From an optimization exercise on the open Yosys and OpenROAD flow, aimed at small area; shortcuts taken in it are not production practice. Only simulation tests tie the RTL to the original design; equivalence was not proved. No activity file was given, so power comes from the tool's default toggle rates. No driver is modelled on the clock port, so clocking that relies on it looks cheaper here than on a real chip.

`flow/design.v`:
```
package ucie_mb_pkg;
   localparam int UI_PER_BURST = 8;
   localparam int VALID_HI_UI  = 4;
   typedef enum logic [1:0] {
      IDLE = 2'd0,
      HI   = 2'd1,
      LO   = 2'd2
   } rx_state_e;
   typedef logic [7:0] flit_byte_t;
endpackage
module mb_rx_flit_fifo #(
   parameter int WIDTH = 512,
   parameter int DEPTH = 4
) (
   input  logic                     clk,
   input  logic                     rst_n,
   input  logic                     push_i,
   input  logic [WIDTH-1:0]         push_data_i,
   input  logic                     pop_i,
   output logic [WIDTH-1:0]         pop_data_o,
   output logic                     full_o,
   output logic                     empty_o,
   output logic [$clog2(DEPTH):0]   fill_o
);
   localparam int AW = $clog2(DEPTH);
   logic [WIDTH-1:0] mem_q [DEPTH];
   logic [AW-1:0]    rd_ptr_q;
   logic [AW-1:0]    wr_ptr;
   logic [AW:0]      fill_q;
   logic [DEPTH-1:0] we;
   logic [DEPTH-1:0] rsel_q;      
   logic [AW-1:0]    rd_ptr_d;
   logic [AW:0]      fill_d;
   assign wr_ptr = rd_ptr_q + fill_q[AW-1:0];
   always_comb begin
      rd_ptr_d = pop_i ? rd_ptr_q + AW'(1) : rd_ptr_q;
      fill_d   = fill_q;
      if (push_i != pop_i) fill_d = push_i ? fill_q + (AW+1)'(1) : fill_q - (AW+1)'(1);
   end
   always_ff @(posedge clk or negedge rst_n) begin
      if (!rst_n) begin
         rd_ptr_q <= '0;
         fill_q   <= '0;
         rsel_q   <= '0;
      end else begin
         rd_ptr_q <= rd_ptr_d;
         fill_q   <= fill_d;
         for (int k = 0; k < DEPTH; k++)
            rsel_q[k] <= (fill_d != '0) && (rd_ptr_d == AW'(k));
      end
   end
   assign empty_o = (fill_q == '0);
   assign full_o  = (fill_q == (AW+1)'(DEPTH));
   assign fill_o  = fill_q;
   for (genvar k = 0; k < DEPTH; k++) begin : g_ent
      assign we[k]   = push_i && (wr_ptr == AW'(k));
      always_ff @(posedge clk) begin
         if (we[k]) mem_q[k] <= push_data_i;
      end
   end
   always_comb begin
      pop_data_o = '0;
      for (int k = 0; k < DEPTH; k++)
         pop_data_o = pop_data_o | ({WIDTH{rsel_q[k]}} & mem_q[k]);
   end
endmodule
module mb_rx_flit_deser #(
   parameter int NUM_LANES  = 16,
   parameter int FLIT_BYTES = 64,
   parameter int FIFO_DEPTH = 4
) (
   input  logic                            clk,
   input  logic                            reset_n,
   input  logic                            valid_iPin,
   input  logic [NUM_LANES-1:0]            dataPins_i,
   output logic                            flit_valid_o,
   input  logic                            flit_ready_i,
   output logic [FLIT_BYTES*8-1:0]         flit_data_o,
   output logic                            frame_err_o,
   output logic                            overflow_o,
   input  logic                            clr_sticky_i,
   output logic [$clog2(FIFO_DEPTH):0]     fill_level_o
);
   localparam int FRAGS  = FLIT_BYTES / NUM_LANES;
   localparam int FRAG_W = (FRAGS > 1) ? $clog2(FRAGS) : 1;
   localparam int FLIT_W = FLIT_BYTES * 8;
   localparam int UIS    = ucie_mb_pkg::UI_PER_BURST;
   localparam int HI_W   = $clog2(ucie_mb_pkg::VALID_HI_UI);
   localparam int NPOS   = FRAGS * UIS;           
   localparam logic [FRAG_W-1:0] LAST_FRAG = FRAG_W'(FRAGS - 1);
   localparam logic [2:0]        LAST_UI   = 3'(UIS - 1);
   logic [2:0]         ui_q;
   logic [FRAG_W-1:0]  frag_q;
   logic               frame_err_q, overflow_q;
   logic               store, err, flit_done;
   logic               fifo_full, fifo_empty;
   logic               pop_ok, push_ok, drop;
   assign store     = valid_iPin ^ ui_q[HI_W];
   assign err       = (ui_q != 3'd0) && !store;
   assign flit_done = store && (ui_q == LAST_UI) && (frag_q == LAST_FRAG);
   always_ff @(posedge clk or negedge reset_n) begin
      if (!reset_n) begin
         ui_q        <= 3'd0;
         frag_q      <= '0;
         frame_err_q <= 1'b0;
         overflow_q  <= 1'b0;
      end else begin
         ui_q        <= store ? ui_q + 3'd1 : 3'd0;
         if (err)
            frag_q   <= '0;
         else if (store && ui_q == LAST_UI)
            frag_q   <= frag_q + FRAG_W'(1);
         frame_err_q <= err;
         overflow_q  <= drop || (overflow_q && !clr_sticky_i);
      end
   end
   localparam int FRAG_BITS = NUM_LANES * UIS;
   logic [NUM_LANES-1:0] dl_q [UIS-1];    
   logic [FRAG_BITS-1:0] frag_w;          
   logic [FRAG_BITS-1:0] fbuf_q [FRAGS-1];
   logic                 frag_end;
   always_ff @(posedge clk) begin
      dl_q[0] <= dataPins_i;
      for (int i = 1; i < UIS - 1; i++) dl_q[i] <= dl_q[i-1];
   end
   for (genvar b = 0; b < NUM_LANES; b++) begin : g_b
      for (genvar u = 0; u < UIS; u++) begin : g_u
         if (u == UIS - 1) begin : g_now
            assign frag_w[b * 8 + u] = dataPins_i[b];
         end else begin : g_dl
            assign frag_w[b * 8 + u] = dl_q[UIS - 2 - u][b];
         end
      end
   end
   assign frag_end = store && (ui_q == LAST_UI);
   for (genvar f = 0; f < FRAGS - 1; f++) begin : g_frag
      always_ff @(posedge clk) begin
         if (frag_end && frag_q == FRAG_W'(f)) fbuf_q[f] <= frag_w;
      end
   end
   logic [FLIT_W-1:0] flit_w;
   always_comb begin
      for (int f = 0; f < FRAGS - 1; f++) flit_w[f * FRAG_BITS +: FRAG_BITS] = fbuf_q[f];
      flit_w[(FRAGS - 1) * FRAG_BITS +: FRAG_BITS] = frag_w;
   end
   assign pop_ok  = flit_ready_i && !fifo_empty;
   assign push_ok = flit_done && (!fifo_full || pop_ok);
   assign drop    = flit_done && !push_ok;
   mb_rx_flit_fifo #(
      .WIDTH (FLIT_W),
      .DEPTH (FIFO_DEPTH)
   ) u_fifo (
      .clk         (clk),
      .rst_n       (reset_n),
      .push_i      (push_ok),
      .push_data_i (flit_w),
      .pop_i       (pop_ok),
      .pop_data_o  (flit_data_o),
      .full_o      (fifo_full),
      .empty_o     (fifo_empty),
      .fill_o      (fill_level_o)
   );
   assign flit_valid_o = !fifo_empty;
   assign frame_err_o  = frame_err_q;
   assign overflow_o   = overflow_q;
endmodule
```
`flow/flow/run.sh`:
```
#!/bin/bash
set -euo pipefail
bash standard.sh \
  "BUFFER_PORTS_ARGS=-buffer_cell sky130_fd_sc_hd__buf_1" \
  "CTS_ARGS=-sink_clustering_enable -repair_clock_nets -dont_use_dummy_load -buf_list sky130_fd_sc_hd__clkbuf_16 -sink_clustering_size 30 -sink_clustering_max_diameter 80" \
  finish > standard_flow.log 2>&1
```
`flow/standard.sh`:
```
#!/bin/bash
# synth_recipe.tcl (not shown) runs the flow's synth.tcl, then flattens the netlist and writes it again
# the make line also repeats each setting of config.mk as NAME=value (left out here)
make -C /OpenROAD-flow-scripts/flow DESIGN_CONFIG=/design/flow/config.mk WORK_HOME=/design/flow/orfs CLKGATE_MAP_FILE= SYNTH_SCRIPT=/design/flow/synth_recipe.tcl "${@:-finish}"
```
`flow/constraint.sdc`:
```
create_clock -name core_clock -period 6.5 [get_ports {clk}]
set_input_delay 1.3000 -clock core_clock [delete_from_list [all_inputs] [get_ports {clk}]]
set_output_delay 1.3000 -clock core_clock [all_outputs]
set_load 0.01 [all_outputs]
```
`flow/config.mk`:
```
export PLATFORM = sky130hd
export DESIGN_NAME = mb_rx_flit_deser
export DESIGN_NICKNAME = mb_rx_flit_deser
export VERILOG_FILES = /design/flow/design.v
export SDC_FILE = /design/flow/constraint.sdc
export NUM_CORES = 4
export LEC_CHECK = 0
export CAP_MARGIN = 10
export CORE_MARGIN = 2
export CORE_UTILIZATION = 70
export SLEW_MARGIN = 10
```
==> impl_metrics.py, run 1 <==
metrics = {
    "worst_setup_path": {
        "worstPathBufferInverterCount": 2,
        "path_max_fanout": 117,
        "endpoint_kind": "output pin",
        "worstSetupStartpointType": "flop",
        "worstPathArrival_ns": 3.18,
        "cp_slowest_cell": "dfrtp_4",
        "cp_slowest_stage_delay_ns": 1.08,
        "cp.required_ns": 5.20,
        "crit_family": "flip-flops",
        "cp_cell_sequence": "buf_12 -> a22oi_1 -> nand2_1 -> buf_1",
        "path_class": "flop to output pin",
    },
    "cells_and_area": {
        "post-route-util": 0.7570,
        "finalNetCount": 4899,
        "syn_to_final_growth_pct": 7.655,
        "drive_gt1_frac": 0.03616,
        "fillCellCount": 6950,
        "fin_area_um2": 93340,
        "final_cell_mix": "2,432 x edfxtp_1, 1,024 x a22oi_1, 538 x buf_1",
        "multiInputGateArea_um2": 10220,
        "mostFrequentLayoutCell": "edfxtp_1",
        "fin_cells": 6505,
        "regArea_um2": 75690,
    },
    "global_route": {
        "grt_first_pass_wirelength_mm": 260.5,
        "grt_usage": 0.2790,
        "grt_pass1_vias": 40380,
        "overflow": 0,
        "grt_max_degree": 149,
        "antenna_found_initial": 4,
    },
    "power": {
        "p_per_area_nw_per_um2": 342.4,
        "p_total_mw": 31.96,
        "vdd_drop_max_v": 0.0003121,
        "power.leakage_nw": 29.63,
    },
    "clock_network": {
        "cts_made_buffers": 98,
        "insertion_delay_ns": 0.73,
        "cts_sinks": 2560,
        "cts_tree": "done",
        "post_cts_buffers": 0,
        "htreeDepth": 3,
        "hold_buffers": 0,
        "clk_pin_slew_ns": 0.10,
        "cts_resized": 0,
        "root_buffer": "clkbuf_16",
        "cts_buffer_depth": 3,
    },
    "sta": {
        "final.setup_skew_ns": 0.05149,
        "hold_violations": 0,
        "max-slew-margin-rel": 0.04562,
        "fin_tns_setup_ns": 0,
        "drv_slew": 0,
        "worst_pin_slew_ns": 1.432,
        "whs_ns": 0.4401,
        "rsz0062_at_grt": "false",
        "final-setup-viol-count": 0,
        "fmax_ghz": 0.2231,
        "period_share": 0.6897,
        "final.min_clock_period_ns": 4.483,
        "setup_ws_ns": 2.017,
    },
    "detailed_routing": {
        "vias": 42370,
        "drc_errors": 0,
        "drt-pass1-iter-count": 6,
        "avgRoutedWirePerCell_um": 27.59,
        "drt_iter0_markers": 4912,
        "ant_nets": 0,
        "via_per_inst": 6.513,
        "wirelength_mm": 179.5,
    },
    "floorplan": {
        "rows": 129,
        "initial_core_util": 0.7031,
        "io_pins": 539,
        "dieArea_um2": 126700,
        "die_x_um": 355.9,
        "die_h_um": 355.9,
        "core_um2": 123300,
    },
    "synth": {
        "synth_seq_area_share": 0.8728,
        "synth_cell_type_count": 38,
        "synthCells": 4403,
        "synth_fp_nets": 4433,
        "async_flop_share": 0.006250,
        "synth_ff_type": "edfxtp_1",
        "ys_warn_count": 5,
        "synth_edf_count": 2432,
        "yosys_register_bits": 2560,
        "syn_area_per_cell_um2": 19.69,
        "synth_area_um2": 86710,
    },
    "job": {
        "max_cap_viol_count": 0,
    },
    "place": {
        "place_inst": 6406,
        "dp.final_hpwl_mm": 97.09,
        "dp_slack_ns": 2.303,
        "post_dp_cell_area_um2": 90890,
        "place.gp.congestion": 0.7713,
        "io_buffer_count": 538,
    },
    "hold_path": {
        "min_path_type": "flop to flop",
    },
    "status": {
        "outcome": "finished clean",
    },
}
## per-layer routing
layer | routed length (um) | GRT usage | share of wire
met1 | 71740 | 0.4156 | 0.40
met2 | 88150 | 0.4394 | 0.49
met5 | 8 | 0 | 0.000045
met3 | 14490 | 0.04789 | 0.081
met4 | 5108 | 0.07722 | 0.028
## sequential cells by signal, summed over array words and instances (netlist names)
register / cells
dl_q: 112
u_fifo.rd_ptr_q: 2
fbuf_q: 384
ui_q: 3
u_fifo.fill_q: 3
u_fifo.rsel_q: 4
frame_err_q: 1
frag_q: 2
overflow_q: 1
u_fifo.mem_q: 2048
## cells by family (layout without fill, tap and decap cells)
logic type | after synthesis | count (layout) | synth area share
mux | 3 | 3 | 0.0003608
compound gates | 1039 | 1039 | 0.08996
buf+inv | 236 | 700 | 0.01022
flops | 2560 | 2560 | 0.8728
simple gates | 548 | 548 | 0.02452
xor+xnor | 8 | 8 | 0.0008081
other cells | 0 | 1 | 0
fa+ha+maj | 9 | 9 | 0.001385
## where the power goes
group	switching (mW)	internal [mW]	total, mW
sequential	0.304	17.9	18.2
clock	4.33	2.71	7.05
combinational	4.80	1.87	6.68
## path summary, 6_finish.rpt
kind                       slack (ns)                        endpoint  cells after the start                  startpoint
setup / recovery                 2.02                flit_data_o[126]                      4  u_fifo.rsel_q[1]$_DFF_PN0_
hold / removal                   0.44              dl_q[4][1]$_DFF_P_                      0          dl_q[3][1]$_DFF_P_
setup reg to reg                 3.00  u_fifo.mem_q[0][206]$_DFFE_PP_                      6  u_fifo.fill_q[0]$_DFF_PN0_
hold reg to reg                  0.44              dl_q[4][1]$_DFF_P_                      0          dl_q[3][1]$_DFF_P_
max in group asynchronous        5.15      u_fifo.rsel_q[0]$_DFF_PN0_                      1                     reset_n
min in group asynchronous        0.68           frag_q[1]$_DFFE_PN0P_                      1                     reset_n
## Yosys cell counts, drive strengths merged (2+ instances only)
cell,instances,area share
edfxtp,2432,0.84
a22oi,1024,0.089
nand2,518,0.022
clkbuf,214,0.0093
dfxtp,112,0.026
buf,16,0.00069
dfrtp,16,0.0046
ha,8,0.0012
inv,6,0.00026
xnor2,6,0.00061
and3,5,0.00036
nor2,5,0.00022
o21ai,5,0.00029
and2,4,0.00029
nand3,4,0.00023
or3,3,0.00023
mux2i,2,0.00023
nor2b,2,0.00014
nor3,2,0.00012
o22ai,2,0.00014
xor2,2,0.00020
## cell type report
class	instances	share of cell area
antenna	1	0.00002681
sequential	2560	0.8109
inverter	6	0.0002413
timing repair buffer	596	0.03112
clock buffer	98	0.02627
tap	1637	0.02194
multi-input combinational	1607	0.1095
==> run 2: changes to the inputs <==
--- a/flow/design.v
+++ b/flow/design.v
@@ -28,7 +28,8 @@
    logic [AW-1:0]    wr_ptr;
    logic [AW:0]      fill_q;
    logic [DEPTH-1:0] we;
-   logic [DEPTH-1:0] rsel_q;      
+   logic [DEPTH-2:0] rsel_q;      
+   logic [DEPTH-1:0] rsel;
    logic [AW-1:0]    rd_ptr_d;
    logic [AW:0]      fill_d;
    assign wr_ptr = rd_ptr_q + fill_q[AW-1:0];
@@ -45,7 +46,7 @@
       end else begin
          rd_ptr_q <= rd_ptr_d;
          fill_q   <= fill_d;
-         for (int k = 0; k < DEPTH; k++)
+         for (int k = 0; k < DEPTH - 1; k++)
             rsel_q[k] <= (fill_d != '0) && (rd_ptr_d == AW'(k));
       end
    end
@@ -58,10 +59,11 @@
          if (we[k]) mem_q[k] <= push_data_i;
       end
    end
+   assign rsel = {!empty_o && !(|rsel_q), rsel_q};
    always_comb begin
       pop_data_o = '0;
       for (int k = 0; k < DEPTH; k++)
-         pop_data_o = pop_data_o | ({WIDTH{rsel_q[k]}} & mem_q[k]);
+         pop_data_o = pop_data_o | ({WIDTH{rsel[k]}} & mem_q[k]);
    end
 endmodule
 module mb_rx_flit_deser #(
--- a/flow/config.mk
+++ b/flow/config.mk
@@ -5,7 +5,7 @@
 export SDC_FILE = /design/flow/constraint.sdc
 export NUM_CORES = 4
 export LEC_CHECK = 0
-export CAP_MARGIN = 10
+export CAP_MARGIN = 20
 export CORE_MARGIN = 2
 export CORE_UTILIZATION = 70
-export SLEW_MARGIN = 10
+export SLEW_MARGIN = 20
==> run 2 against run 1 <==
Net effect:
- synthesized cell count is essentially flat
- sequential share of layout area grew 0.54 points
- via count is essentially flat
- non-clock buffer count grew 8
- final cell count is essentially flat
- die area shrank 0.68%
- combinational power grew 27%
- still clean
- clock skew grew 0.012 ns
==> impl_metrics.py, run 2 <==
metrics = {
    "synth": {
        "synth_ff_type": "edfxtp_1",
        "synthCells": 4402,
        "synth_seq_area_share": 0.8785,
        "synth_area_leaders": "edfxtp_1 85%, a222oi_1 6.0%, nand2_1 4.5%",
        "synth_top_cell_by_area": "edfxtp_1",
        "syn_area_per_cell_um2": 19.56,
        "async_flop_share": 0.005862,
        "synth_fp_nets": 4432,
        "synth_edf_count": 2432,
        "synth_area_um2": 86110,
        "ys_warn_count": 5,
        "synth_most_common_cell": "edfxtp_1",
        "yosys_register_bits": 2559,
        "synth_cell_type_count": 40,
        "yosysTopAreaCellShare": 0.8481,
        "yosys-top-cells-count": "2,432 x edfxtp_1, 1,029 x nand2_1, 512 x a222oi_1",
    },
    "worst_setup_path": {
        "path_class": "flop to output pin",
        "cp.required_ns": 5.20,
        "endpoint_kind": "output pin",
        "worstSetupStartpointType": "flop",
        "path_max_fanout": 71,
        "worstPathArrival_ns": 4.00,
    },
    "cells_and_area": {
        "fin_cells": 6500,
        "post-route-util": 0.7606,
        "fillCellCount": 6884,
        "syn_to_final_growth_pct": 7.644,
        "largest_reg_flops": 2048,
        "finalNetCount": 4907,
        "fin_area_um2": 92700,
        "top_register": "u_fifo.mem_q",
        "mostFrequentLayoutCell": "edfxtp_1",
        "reg_top3": "u_fifo.mem_q: 2048 flops, fbuf_q: 384 flops, dl_q: 112 flops",
        "final_cell_mix": "2,432 x edfxtp_1, 1,029 x nand2_1, 538 x buf_1",
        "multiInputGateArea_um2": 9598,
        "drive_gt1_frac": 0.03836,
        "regArea_um2": 75660,
        "antenna_cells": 0,
    },
    "power": {
        "sw_frac_of_total": 0.3188,
        "clockPowerShare": 0.209,
        "vdd_drop_max_v": 0.0005054,
        "p_sw_mw": 10.75,
        "p_per_area_nw_per_um2": 363.7,
        "power.leakage_nw": 29.88,
        "comb_power_share": 0.251,
        "p_int_mw": 22.97,
        "seqPwrFrac": 0.540,
    },
    "sta": {
        "worst_pin_slew_ns": 1.125,
        "final.setup_skew_ns": 0.06307,
        "period_share": 0.8146,
        "drv_slew": 0,
        "fin_tns_setup_ns": 0,
        "rsz0062_at_grt": "false",
        "max-slew-margin-rel": 0.2502,
        "hold_violations": 0,
        "final-setup-viol-count": 0,
        "fmax_ghz": 0.1889,
        "final.min_clock_period_ns": 5.295,
    },
    "clock_network": {
        "root_buffer": "clkbuf_16",
        "post_cts_buffers": 0,
        "cts_made_buffers": 99,
        "hold_buffers": 0,
        "cts_buffer_depth": 3,
        "insertion_delay_ns": 0.72,
        "cts_tree": "done",
        "htreeDepth": 3,
        "cts_resized": 0,
        "clk_pin_slew_ns": 0.11,
        "cts_sinks": 2559,
    },
    "detailed_routing": {
        "wirelength_mm": 177.8,
        "via_per_inst": 6.513,
        "vias": 42340,
        "avgRoutedWirePerCell_um": 27.35,
        "ant_nets": 0,
        "drt-pass1-iter-count": 10,
        "drt_iter0_markers": 6763,
        "drc_errors": 0,
    },
    "global_route": {
        "grt_first_pass_wirelength_mm": 259.5,
        "grt_usage": 0.2783,
        "grt_max_degree": 177,
        "grt_pass1_vias": 40220,
        "overflow": 0,
        "antenna_found_initial": 4,
    },
    "place": {
        "io_buffer_count": 538,
        "post_dp_cell_area_um2": 90180,
        "place_inst": 6399,
        "dp.final_hpwl_mm": 96.75,
        "place.gp.congestion": 0.7772,
    },
    "status": {
        "outcome": "finished clean",
    },
    "floorplan": {
        "initial_core_util": 0.7066,
        "die_h_um": 354.7,
        "dieArea_um2": 125800,
        "io_pins": 539,
        "rows": 128,
        "die_x_um": 354.7,
        "core_um2": 121900,
    },
    "hold_path": {
        "min_path_type": "flop to flop",
    },
    "job": {
        "max_cap_viol_count": 0,
    },
}
## run 2: changes by cell type in the layout (fill, tap and decap cells not counted), moves of 7 or more
cell,change
a222oi_1,+512
a22oi_1,-1024
buf_12,-7
buf_4,+13
nand2_1,+511
## run 2: logic make-up (layout without fill, tap and decap cells)
group           after synthesis  after routing  share of synthesized area
compound gates              527            527                    0.06084
xor+xnor                      8              8                  0.0008137
fa+ha+maj                     9              9                   0.001395
buf+inv                     236            709                    0.01104
flops                      2559           2559                     0.8785
mux                           3              3                  0.0003632
simple gates               1060           1060                    0.04708
## run 2: metal layers
metal  part of all wire  GRT usage
met5            0.00017          0
met4              0.032    0.08237
met2               0.49     0.4383
met3              0.095    0.05769
met1               0.39     0.4057
## run 2: critical path, cell delays in order, from the launching register on
cell and delay [ns]:
dfrtp_4 0.99, buf_4 0.86, buf_4 0.84, a222oi_1 0.15, nand2_1 0.21, buf_1 0.17
## run 2: cell type report
type / count / share of cell area
sequential: 2559 / 0.8162
multi-input combinational: 1607 / 0.1035
timing repair buffer: 604 / 0.03134
clock buffer: 99 / 0.02673
tap: 1625 / 0.02193
inverter: 6 / 0.0002430
## run 2: worst paths after layout
check                                            from                             to  slack [ns]  depth (start not counted)
min in group asynchronous                     reset_n     u_fifo.fill_q[1]$_DFF_PN0_        0.68                          1
min                                dl_q[1][7]$_DFF_P_             dl_q[2][7]$_DFF_P_        0.43                          0
max reg2reg                u_fifo.fill_q[0]$_DFF_PN0_  u_fifo.mem_q[0][62]$_DFFE_PP_        3.18                          7
min reg2reg                        dl_q[1][7]$_DFF_P_             dl_q[2][7]$_DFF_P_        0.43                          0
max in group asynchronous                     reset_n     u_fifo.rsel_q[1]$_DFF_PN0_        5.12                          1
max                        u_fifo.rsel_q[2]$_DFF_PN0_               flit_data_o[113]        1.20                          5
## run 2: through the flow
| step | hold WS, ns | setup WS (ns) | total power [mW] |
|---|---|---|---|
| 2_1_floorplan | 0.3922 | -7.886 | 23.24 |
| 3_3_place_gp | 0.4316 | 1.873 | 27.07 |
| 3_5_place_dp | 0.4266 | 1.902 | 27.09 |
| 4_1_cts | 0.4278 | 1.150 | 33.93 |
| 5_1_grt | 0.4453 | 0.9743 | 35.00 |
| 6_report | 0.4270 | 1.205 | 33.72 |
## run 2: power groups by stage
stage | Sequential [mW] | Clock, mW | Combinational [mW]
CTS | 18.2 | 7.19 | 8.53
floorplan | 18.4 | 0 | 4.86
global route | 18.2 | 7.69 | 9.07
finish | 18.2 | 7.05 | 8.46
detailed placement | 18.6 | 0 | 8.50
global placement | 18.6 | 0 | 8.49

==> what the ideal ports hide <==
How much do the figures lean on ideal ports? The routed layouts below were timed once more, with nothing changed but the port constraints.
Step 1, drivers: a clkbuf_16 drives clk and a buf_2 each remaining input, both assumed.
Step 2 times the ports against the registers' clock, not the clock port: input delays grow and output delays shrink by t, the midpoint of the rising clock arrivals with the driver on.
a / b / c = ideal / step 1 / step 2; a / b = the first two.
run	shift t [ns]	setup WS [ns]	worst setup path after step 2
run 1	0.781	2.017 / 1.936 / 2.257	input to register
run 2	0.772	1.205 / 1.124 / 1.896	register to output
After both steps every run listed still meets setup and hold.
